This design comes from an exercise in tuning for small area, a short achievable clock period and few clock cycles per item on the open sky130 flow, not from production work.
At most, simulation tests tie the RTL to the original design; equivalence was not proved.
No activity file was given, so power comes from the tool's default toggle rates.

==> run a: inputs <==
// sic_receiver_candidate_table
module sic_receiver_candidate_table #(
	parameter int MAX_SIGNALS = sic_pkg::MaxSignals
) (
	input  logic clk,
	input  logic arst_n,
	input  logic in_valid,
	output logic in_stall,
	input  logic [1:0] op,
	input  logic [15:0] signal_id,
	input  logic [47:0] signal_power,
	input  logic [7:0] signal_channel,
	input  logic [19:0] signal_period,
	input  logic [7:0] signal_modulation,
	input  logic [47:0] end_time,
	input  logic [47:0] now,
	input  logic [47:0] noise_power,
	output logic out_valid,
	input  logic out_stall,
	output logic [3:0] status,
	output logic [3:0] stored_count,
	input  logic cfg_valid,
	output logic cfg_ready,
	input  logic [2:0] cfg_index,
	input  logic [47:0] cfg_data
);
clock: 12.0 ns
lec_check: 0
cap_margin: 20
core_margin: 2
core_utilization: 40
slew_margin: 20
standard.sh (not shown) runs the stock make flow with config.mk's settings and CLKGATE_MAP_FILE= SYNTH_SCRIPT=/design/flow/synth_recipe.tcl, a recipe that flattens the netlist after the stock synthesis.
==> flow/flow/run.sh <==
#!/bin/bash
cp standard.sh standard.sh.txt
export SETUP_SLACK_MARGIN=8
bash standard.sh > standard.log 2>&1
==> inputs of run b, as changes to run a <==
--- a/flow/design.v
+++ b/flow/design.v
@@ -28,27 +28,31 @@
 module sic_cell (
 	input  logic clk,
 	input  logic we,
 	input  logic [sic_pkg::IdW-1:0] in_id,
 	input  logic [sic_pkg::PowW-1:0] in_power,
-	input  logic [sic_pkg::PowW-1:0] in_end,
+	input  logic [sic_pkg::PowW-1:0] in_power_n,  
+	input  logic [sic_pkg::PowW-1:0] in_end_n,    
 	input  logic [sic_pkg::PowW-1:0] now,
 	input  logic [sic_pkg::IdW-1:0] want_id,
 	output logic [sic_pkg::IdW-1:0] id,
 	output logic [sic_pkg::PowW-1:0] power,
 	output logic ge,        
 	output logic expired,   
 	output logic id_eq      
 );
-	logic [sic_pkg::PowW-1:0] end_q;
+	logic [sic_pkg::PowW-1:0] end_nq;    
+	logic [sic_pkg::PowW:0] ge_sum, exp_sum;
 	always_ff @(posedge clk) begin
 		if (we) begin
-			id <= in_id; power <= in_power; end_q <= in_end;
+			id <= in_id; power <= in_power; end_nq <= in_end_n;
 		end
 	end
-	assign ge = (power >= in_power);
-	assign expired = (now > end_q);
+	assign ge_sum = {1'b0, power} + {1'b0, in_power_n} + 1'b1;
+	assign ge = ge_sum[sic_pkg::PowW];
+	assign exp_sum = {1'b0, now} + {1'b0, end_nq};
+	assign expired = exp_sum[sic_pkg::PowW];
 	assign id_eq = (id == want_id);
 endmodule
 `timescale 1ns / 1ps
 module sic_receiver_candidate_table #(
 	parameter int MAX_SIGNALS = sic_pkg::MaxSignals
@@ -77,16 +81,16 @@
 );
 	localparam int N = MAX_SIGNALS;
 	localparam int PW = sic_pkg::PowW;
 	localparam int SW = sic_pkg::SumW;
 	localparam int CW = SW + 18;       
-	localparam int QD = 8;
+	localparam int QD = 16;
 	localparam int QW = $clog2(QD);
 	logic sleep_q;
 	logic [7:0] chan_q, mod_q;
 	logic [19:0] period_q;
-	logic [PW-1:0] sens_q;
+	logic [PW-1:0] sens_nq;          
 	logic [15:0] thr_q;
 	logic tx_q;
 	logic [15:0] tx_id_q;
 	logic [N-1:0] valid_q;
 	logic [N*N-1:0] ord_q;           
@@ -96,20 +100,25 @@
 	logic [PW-1:0] b_noise [2];
 	logic [N-1:0] b_match [2];
 	logic [QW-1:0] b_idx [2];
 	logic [N-1:0] held;              
 	logic [N-1:0] w_q;               
-	logic [SW-1:0] racc_q;           
+	logic [PW-1:0] enoise_q;         
 	logic [N-1:0] wm_q;              
 	logic [QW-1:0] eidx_q;           
 	logic efirst_q;                  
+	logic t_v, t_m, t_last, t_first;
+	logic [N-1:0] t_sel, t_sel2;
+	logic [PW-1:0] t_noise;
+	logic [QW-1:0] t_idx;
+	logic [SW-1:0] racc_q;           
 	logic a_v, a_m, a_last, a_first;
 	logic [PW-1:0] a_p;
 	logic [SW-1:0] a_r;
 	logic [QW-1:0] a_idx;
 	logic b2_v, b2_m, b2_last, b2_first;
-	logic [CW-1:0] b2_s, b2_c;
+	logic [CW-1:0] b2_r0, b2_r1, b2_r2;
 	logic [QW-1:0] b2_idx;
 	logic ok_q;
 	logic [3:0] q_st [QD];
 	logic [3:0] q_cnt [QD];
 	logic [QD-1:0] q_rdy;
@@ -117,11 +126,11 @@
 	logic [QW:0] q_occ;
 	logic r0_v;
 	logic [1:0] r0_op;
 	logic [15:0] r0_id;
 	logic [PW-1:0] r0_a;             
-	logic [PW-1:0] r0_b;             
+	logic [PW-1:0] r0_endn;          
 	logic r0_weak, r0_fch, r0_fper, r0_fmod;
 	always_ff @(posedge clk or negedge arst_n) begin
 		if (!arst_n) begin
 			r0_v <= 1'b0; stall_q <= 1'b0;
 		end else begin
@@ -130,29 +139,34 @@
 	end
 	always_ff @(posedge clk) begin
 		r0_op <= op;
 		r0_id <= signal_id;
 		r0_a <= (op == sic_pkg::OP_ARRIVE) ? signal_power : noise_power;
-		r0_b <= (op == sic_pkg::OP_ARRIVE) ? end_time : now;
-		r0_weak <= (signal_power < sens_q);
+		r0_endn <= ~end_time;
+		r0_weak <= !weak_sum[PW];
 		r0_fch <= (signal_channel != chan_q);
 		r0_fper <= (signal_period != period_q);
 		r0_fmod <= (signal_modulation != mod_q);
 		expd <= expd_n;
 		idm <= (ideq_in & ~free1) | (free1 & {N{ideq_new}});
 	end
-	assign exp_new = (now > r0_b);
+	logic [PW:0] weak_sum, expn_sum;
+	assign weak_sum = {1'b0, signal_power} + {1'b0, sens_nq} + 1'b1;
+	assign expn_sum = {1'b0, now} + {1'b0, r0_endn};
+	assign exp_new = expn_sum[PW];
 	assign expd_n = (expd_in & ~free1) | (free1 & {N{exp_new}});
 	assign ideq_new = (signal_id == r0_id);
 	logic [15:0] s_id [N];
 	logic [PW-1:0] s_pw [N];
 	logic [N-1:0] ge, expd_in, ideq_in, expd, idm, free1;
 	logic exp_new, ideq_new;
+	logic [PW-1:0] r0_an;
+	assign r0_an = ~r0_a;
 	for (genvar g = 0; g < N; g++) begin : g_slot
 		sic_cell u_cell (
-			.clk(clk), .we(free1[g]), .in_id(r0_id), .in_power(r0_a),
-			.in_end(r0_b), .now(now), .want_id(signal_id), .id(s_id[g]), .power(s_pw[g]),
+			.clk(clk), .we(free1[g]), .in_id(r0_id), .in_power(r0_a), .in_power_n(r0_an),
+			.in_end_n(r0_endn), .now(now), .want_id(signal_id), .id(s_id[g]), .power(s_pw[g]),
 			.ge(ge[g]), .expired(expd_in[g]), .id_eq(ideq_in[g])
 		);
 	end
 	logic [N*N-1:0] ahd;
 	for (genvar i = 0; i < N; i++) begin : g_ahd_r
@@ -165,11 +179,11 @@
 				assign ahd[i*N+j] = 1'b0;
 			end
 		end
 	end
 	logic take, acc, is_arr, is_dec, is_txs, is_txe, dec_run, dec_walk, arr_ok;
-	logic [3:0] arr_st, acc_st, acc_cnt, live_cnt, valid_cnt;
+	logic [3:0] arr_st, acc_st, valid_cnt;
 	logic [N-1:0] live;
 	logic eng_free;
 	assign cfg_ready = 1'b1;
 	logic ov_q;
 	logic [3:0] st_q, cnt_q;
@@ -177,18 +191,19 @@
 	assign status = st_q;
 	assign stored_count = cnt_q;
 	assign take = out_valid && !out_stall;
 	assign held = w_q | (b_vld[0] ? b_mask[0] : '0) | (b_vld[1] ? b_mask[1] : '0);
 	logic stall_q, stall_n, r0v_n;
-	logic [N-1:0] valid_n, w_n, held_n, expd_n, bmask0_n, bmask1_n;
+	logic [N-1:0] valid_n, w_n, held_n, wr_n, expd_n, bmask0_n, bmask1_n;
 	logic [1:0] b_vld_n;
 	logic [QW:0] q_occ_n;
 	assign in_stall = stall_q;
 	assign r0v_n = in_valid && !stall_q;
 	assign stall_n = ((q_occ_n + (QW+1)'(r0v_n)) >= (QW+1)'(QD))
 		|| (&b_vld_n) || (|b_vld_n && r0v_n && op == sic_pkg::OP_DECIDE && ((w_n & (w_n - N'(1))) != '0))
-		|| ((~valid_n & held_n) != '0) || (r0v_n && op == sic_pkg::OP_DECIDE && (expd_n & held_n) != '0);
+		|| (((~valid_n & held_n) != '0) && ((wr_n & (wr_n - N'(1))) == '0))
+		|| (r0v_n && op == sic_pkg::OP_DECIDE && held_n != '0 && wr_n == '0);
 	assign acc = r0_v;
 	assign is_arr = acc && r0_op == sic_pkg::OP_ARRIVE;
 	assign is_dec = acc && r0_op == sic_pkg::OP_DECIDE;
 	assign is_txs = acc && r0_op == sic_pkg::OP_TX_START;
 	assign is_txe = acc && r0_op == sic_pkg::OP_TX_END;
@@ -212,30 +227,25 @@
 		for (int i = N - 1; i >= 0; i--) if (!valid_q[i] && !held[i]) free1 = N'(1) << i;
 	end
 	assign live = valid_q & ~expd;
 	always_comb begin
 		valid_cnt = '0;
-		live_cnt = '0;
 		for (int i = 0; i < N; i++) begin
 			valid_cnt = valid_cnt + 4'(valid_q[i]);
-			live_cnt = live_cnt + 4'(live[i]);
 		end
 	end
 	always_comb begin
 		acc_st = sic_pkg::ST_OK;
-		acc_cnt = valid_cnt;
 		case (r0_op)
 			sic_pkg::OP_ARRIVE: begin
 				acc_st = arr_st;
-				if (arr_ok) acc_cnt = valid_cnt + 4'd1;
 			end
 			sic_pkg::OP_DECIDE: begin
 				if (sleep_q) acc_st = sic_pkg::ST_ASLEEP;
 				else if (tx_q) acc_st = sic_pkg::ST_TRANSMIT;
 				else begin
 					acc_st = sic_pkg::ST_UNDECODABLE;
-					acc_cnt = live_cnt;
 				end
 			end
 			sic_pkg::OP_TX_START: if (sleep_q) acc_st = sic_pkg::ST_ASLEEP;
 			default: ;
 		endcase
@@ -244,16 +254,35 @@
 	logic [N-1:0] tail;
 	always_comb begin
 		for (int i = 0; i < N; i++)
 			tail[i] = w_q[i] & ~|(w_q & ahd[i*N +: N]);
 	end
-	logic [PW-1:0] pick_pw;
+	logic [N-1:0] behind, w2, tail2, pick2;
+	always_comb begin
+		for (int j = 0; j < N; j++) begin
+			behind[j] = 1'b0;
+			for (int i = 0; i < N; i++) behind[j] = behind[j] | (wm_q[i] & w_q[i] & ahd[i*N + j]);
+		end
+	end
+	assign w2 = w_q & ~tail;
+	always_comb begin
+		for (int i = 0; i < N; i++)
+			tail2[i] = w2[i] & ~|(w2 & ahd[i*N +: N]);
+	end
+	assign pick2 = ((tail2 & behind) != '0) ? tail2 : '0;
+	logic [PW-1:0] pick_pw, pick_pw2;
+	logic [SW-1:0] r_pick;
 	always_comb begin
 		pick_pw = '0;
-		for (int i = 0; i < N; i++) pick_pw = pick_pw | (s_pw[i] & {PW{tail[i]}});
+		pick_pw2 = '0;
+		for (int i = 0; i < N; i++) begin
+			pick_pw = pick_pw | (s_pw[i] & {PW{t_sel[i]}});
+			pick_pw2 = pick_pw2 | (s_pw[i] & {PW{t_sel2[i]}});
+		end
 	end
-	logic [CW-1:0] csa_s, csa_c;
+	assign r_pick = t_first ? SW'(t_noise) : racc_q;
+	logic [CW-1:0] csa_r0, csa_r1, csa_r2;
 	logic [CW-1:0] pp [17];
 	for (genvar j = 0; j < 16; j++) begin : g_pp
 		assign pp[j] = thr_q[j] ? (CW'(a_r) << j) : '0;
 	end
 	assign pp[16] = ~(CW'({a_p, 8'd0}));
@@ -297,31 +326,31 @@
 	assign cs_s12 = cs_c10 ^ cs_s8 ^ cs_c8;
 	assign cs_c12 = ((cs_c10 & cs_s8) | (cs_c10 & cs_c8) | (cs_s8 & cs_c8)) << 1;
 	logic [CW-1:0] cs_s13, cs_c13;
 	assign cs_s13 = cs_s11 ^ cs_c11 ^ cs_s12;
 	assign cs_c13 = ((cs_s11 & cs_c11) | (cs_s11 & cs_s12) | (cs_c11 & cs_s12)) << 1;
-	logic [CW-1:0] cs_s14, cs_c14;
-	assign cs_s14 = cs_s13 ^ cs_c13 ^ cs_c12;
-	assign cs_c14 = ((cs_s13 & cs_c13) | (cs_s13 & cs_c12) | (cs_c13 & cs_c12)) << 1;
-	assign csa_s = cs_s14;
-	assign csa_c = cs_c14;
-	logic [CW-1:0] sum;
+	assign csa_r0 = cs_s13;
+	assign csa_r1 = cs_c13;
+	assign csa_r2 = cs_c12;
+	logic [CW-1:0] sum, fs, fc;
+	assign fs = b2_r0 ^ b2_r1 ^ b2_r2;
+	assign fc = ((b2_r0 & b2_r1) | (b2_r0 & b2_r2) | (b2_r1 & b2_r2)) << 1;
 	logic pass, ok_next;
-	assign sum = b2_s + b2_c;
+	assign sum = fs + fc;
 	assign pass = sum[CW-1];
 	assign ok_next = pass && (b2_m || (!b2_first && ok_q));
 	always_ff @(posedge clk or negedge arst_n) begin
 		if (!arst_n) begin
 			sleep_q <= 1'b0; chan_q <= '0; period_q <= 20'd91; mod_q <= '0;
-			sens_q <= 48'd631; thr_q <= 16'd256;
+			sens_nq <= ~48'd631; thr_q <= 16'd256;
 		end else if (cfg_valid) begin
 			case (cfg_index)
 				sic_pkg::REG_SLEEP: sleep_q <= cfg_data[0];
 				sic_pkg::REG_CHANNEL: chan_q <= cfg_data[7:0];
 				sic_pkg::REG_PERIOD: period_q <= cfg_data[19:0];
 				sic_pkg::REG_MODULATION: mod_q <= cfg_data[7:0];
-				sic_pkg::REG_SENSITIVITY: sens_q <= cfg_data;
+				sic_pkg::REG_SENSITIVITY: sens_nq <= ~cfg_data;
 				sic_pkg::REG_THRESHOLD: thr_q <= cfg_data[15:0];
 				default: ;
 			endcase
 		end
 	end
@@ -335,32 +364,34 @@
 		b_vld_n = b_vld;
 		if (load_buf) b_vld_n[b_rd] = 1'b0;
 		if (dec_walk && !load_in) b_vld_n[b_wr] = 1'b1;
 		if (load_in) w_n = dec_walk ? live : '0;
 		else if (load_buf) w_n = b_mask[b_rd];
-		else w_n = w_q & ~tail;
+		else w_n = w_q & ~tail & ~pick2;
 		bmask0_n = (!b_vld[0] && !b_wr) ? live : b_mask[0];
 		bmask1_n = (!b_vld[1] && b_wr) ? live : b_mask[1];
 		held_n = w_n | (b_vld_n[0] ? bmask0_n : '0) | (b_vld_n[1] ? bmask1_n : '0);
+		wr_n = ~valid_n & ~held_n;
 	end
 	assign q_occ_n = q_occ + (QW+1)'(acc) - (QW+1)'(take);
 	always_ff @(posedge clk or negedge arst_n) begin
 		if (!arst_n) begin
 			tx_q <= 1'b0; tx_id_q <= '0;
 			valid_q <= '0;
-			b_vld <= '0; b_rd <= 1'b0; b_wr <= 1'b0; w_q <= '0; a_v <= 1'b0; b2_v <= 1'b0;
+			b_vld <= '0; b_rd <= 1'b0; b_wr <= 1'b0; w_q <= '0; t_v <= 1'b0; a_v <= 1'b0; b2_v <= 1'b0;
 		end else begin
 			if (is_txs && !sleep_q) begin
 				tx_q <= 1'b1; tx_id_q <= r0_id;
 			end
 			if (is_txe && tx_q && tx_id_q == r0_id) tx_q <= 1'b0;
 			valid_q <= valid_n;
 			b_vld <= b_vld_n;
 			if (load_buf) b_rd <= !b_rd;
 			if (dec_walk && !load_in) b_wr <= !b_wr;
 			w_q <= w_n;
-			a_v <= (w_q != '0);
+			t_v <= (w_q != '0);
+			a_v <= t_v;
 			b2_v <= a_v;
 		end
 	end
 	always_ff @(posedge clk) begin
 		for (int i = 0; i < N; i++)
@@ -372,24 +403,33 @@
 	always_ff @(posedge clk) begin
 		if (!b_vld[b_wr]) begin
 			b_mask[b_wr] <= live; b_noise[b_wr] <= r0_a; b_match[b_wr] <= lmatch; b_idx[b_wr] <= q_tail;
 		end
 		if (load_in) begin
-			racc_q <= SW'(r0_a); wm_q <= lmatch; eidx_q <= q_tail; efirst_q <= 1'b1;
+			enoise_q <= r0_a; wm_q <= lmatch; eidx_q <= q_tail; efirst_q <= 1'b1;
 		end else if (load_buf) begin
-			racc_q <= SW'(b_noise[b_rd]); wm_q <= b_match[b_rd]; eidx_q <= b_idx[b_rd]; efirst_q <= 1'b1;
+			enoise_q <= b_noise[b_rd]; wm_q <= b_match[b_rd]; eidx_q <= b_idx[b_rd]; efirst_q <= 1'b1;
 		end else if (w_q != '0) begin
-			racc_q <= racc_q + SW'(pick_pw); efirst_q <= 1'b0;
+			efirst_q <= 1'b0;
 		end
+		t_sel <= tail;
+		t_sel2 <= pick2;
+		t_noise <= enoise_q;
+		t_m <= |(tail & wm_q);
+		t_last <= ((w_q & ~tail & ~pick2) == '0);
+		t_first <= efirst_q;
+		t_idx <= eidx_q;
+		if (t_v) racc_q <= r_pick + SW'(pick_pw) + SW'(pick_pw2);
 		a_p <= pick_pw;
-		a_r <= racc_q;
-		a_m <= |(tail & wm_q);
-		a_last <= ((w_q & ~tail) == '0);
-		a_first <= efirst_q;
-		a_idx <= eidx_q;
-		b2_s <= csa_s;
-		b2_c <= csa_c;
+		a_r <= r_pick;
+		a_m <= t_m;
+		a_last <= t_last;
+		a_first <= t_first;
+		a_idx <= t_idx;
+		b2_r0 <= csa_r0;
+		b2_r1 <= csa_r1;
+		b2_r2 <= csa_r2;
 		b2_m <= a_m;
 		b2_last <= a_last;
 		b2_first <= a_first;
 		b2_idx <= a_idx;
 		if (b2_v) ok_q <= ok_next;
@@ -405,19 +445,32 @@
 			q_st_n[i] = q_st[i];
 			q_cnt_n[i] = q_cnt[i];
 			q_rdy_n[i] = q_rdy[i];
 			if (take && q_head == QW'(i)) q_rdy_n[i] = 1'b0;
 			if (acc && q_tail == QW'(i)) begin
-				q_st_n[i] = acc_st; q_cnt_n[i] = acc_cnt; q_rdy_n[i] = !dec_walk;
+				q_st_n[i] = acc_st; q_rdy_n[i] = 1'b0;
+			end
+			if (c_v && c_idx == QW'(i)) begin
+				q_cnt_n[i] = valid_cnt; q_rdy_n[i] = !c_walk;
 			end
 			if (fin && b2_idx == QW'(i)) begin
 				q_st_n[i] = ok_next ? sic_pkg::ST_OK : sic_pkg::ST_UNDECODABLE;
 				q_rdy_n[i] = 1'b1;
 			end
 		end
 	end
 	assign q_head_n = take ? q_head + 1'b1 : q_head;
+	logic c_v, c_walk;
+	logic [QW-1:0] c_idx;
+	always_ff @(posedge clk or negedge arst_n) begin
+		if (!arst_n) c_v <= 1'b0;
+		else c_v <= acc;
+	end
+	always_ff @(posedge clk) begin
+		c_walk <= dec_walk;
+		c_idx <= q_tail;
+	end
 	always_ff @(posedge clk or negedge arst_n) begin
 		if (!arst_n) begin
 			q_rdy <= '0; q_head <= '0; q_tail <= '0; q_occ <= '0; ov_q <= 1'b0;
 		end else begin
 			q_rdy <= q_rdy_n;
==> summary of the runs <==
In run a the clock skew is higher than in run b, by 0.060 ns.
Against run a, the die area of run b is larger by about 7%.
Against run b, the non-clock buffer count of run a is higher by 181.
Count of clock-buffer cells in the layout: run a is lower than run b (40).
In run b the total power is lower than in run a, by about 8%.
In run b the clock power is higher than in run a, by about 10%.
Sequential cell count: run a is lower than run b (262).
Testbench counts of run b, summed over its fixed seeds: cycles 5,537, items 4,800.
No functional check of the RTL was part of run a.

[re-timing with driven ports]
In the flow no input, the clock included, has a driving cell. The finished layouts below were timed again as built, in two steps. Step 1, drivers: a clkbuf_16 drives clk and a buf_2 each remaining input, both assumed. Step 2 also shifts input and output timing later by t, the mid clock arrival at the registers, as if the neighbouring blocks saw the same clock. a / b / c = ideal / step 1 / step 2; a / b = the first two.
| run | t (ns) | setup slack, ns | hold WS [ns] |
|---|---|---|---|
| run a | 0.963 | 7.230 / 7.230 / 6.579 | 0.327 / 0.327 / 0.327 |
| run b | 1.010 | 7.315 / 7.315 / 6.701 | 0.320 / 0.320 / 0.320 |
After both steps every run listed still meets setup and hold. The setup slack of run a, which loses most, moves by 0.000 ns with the drivers and by -0.651 ns with both steps.
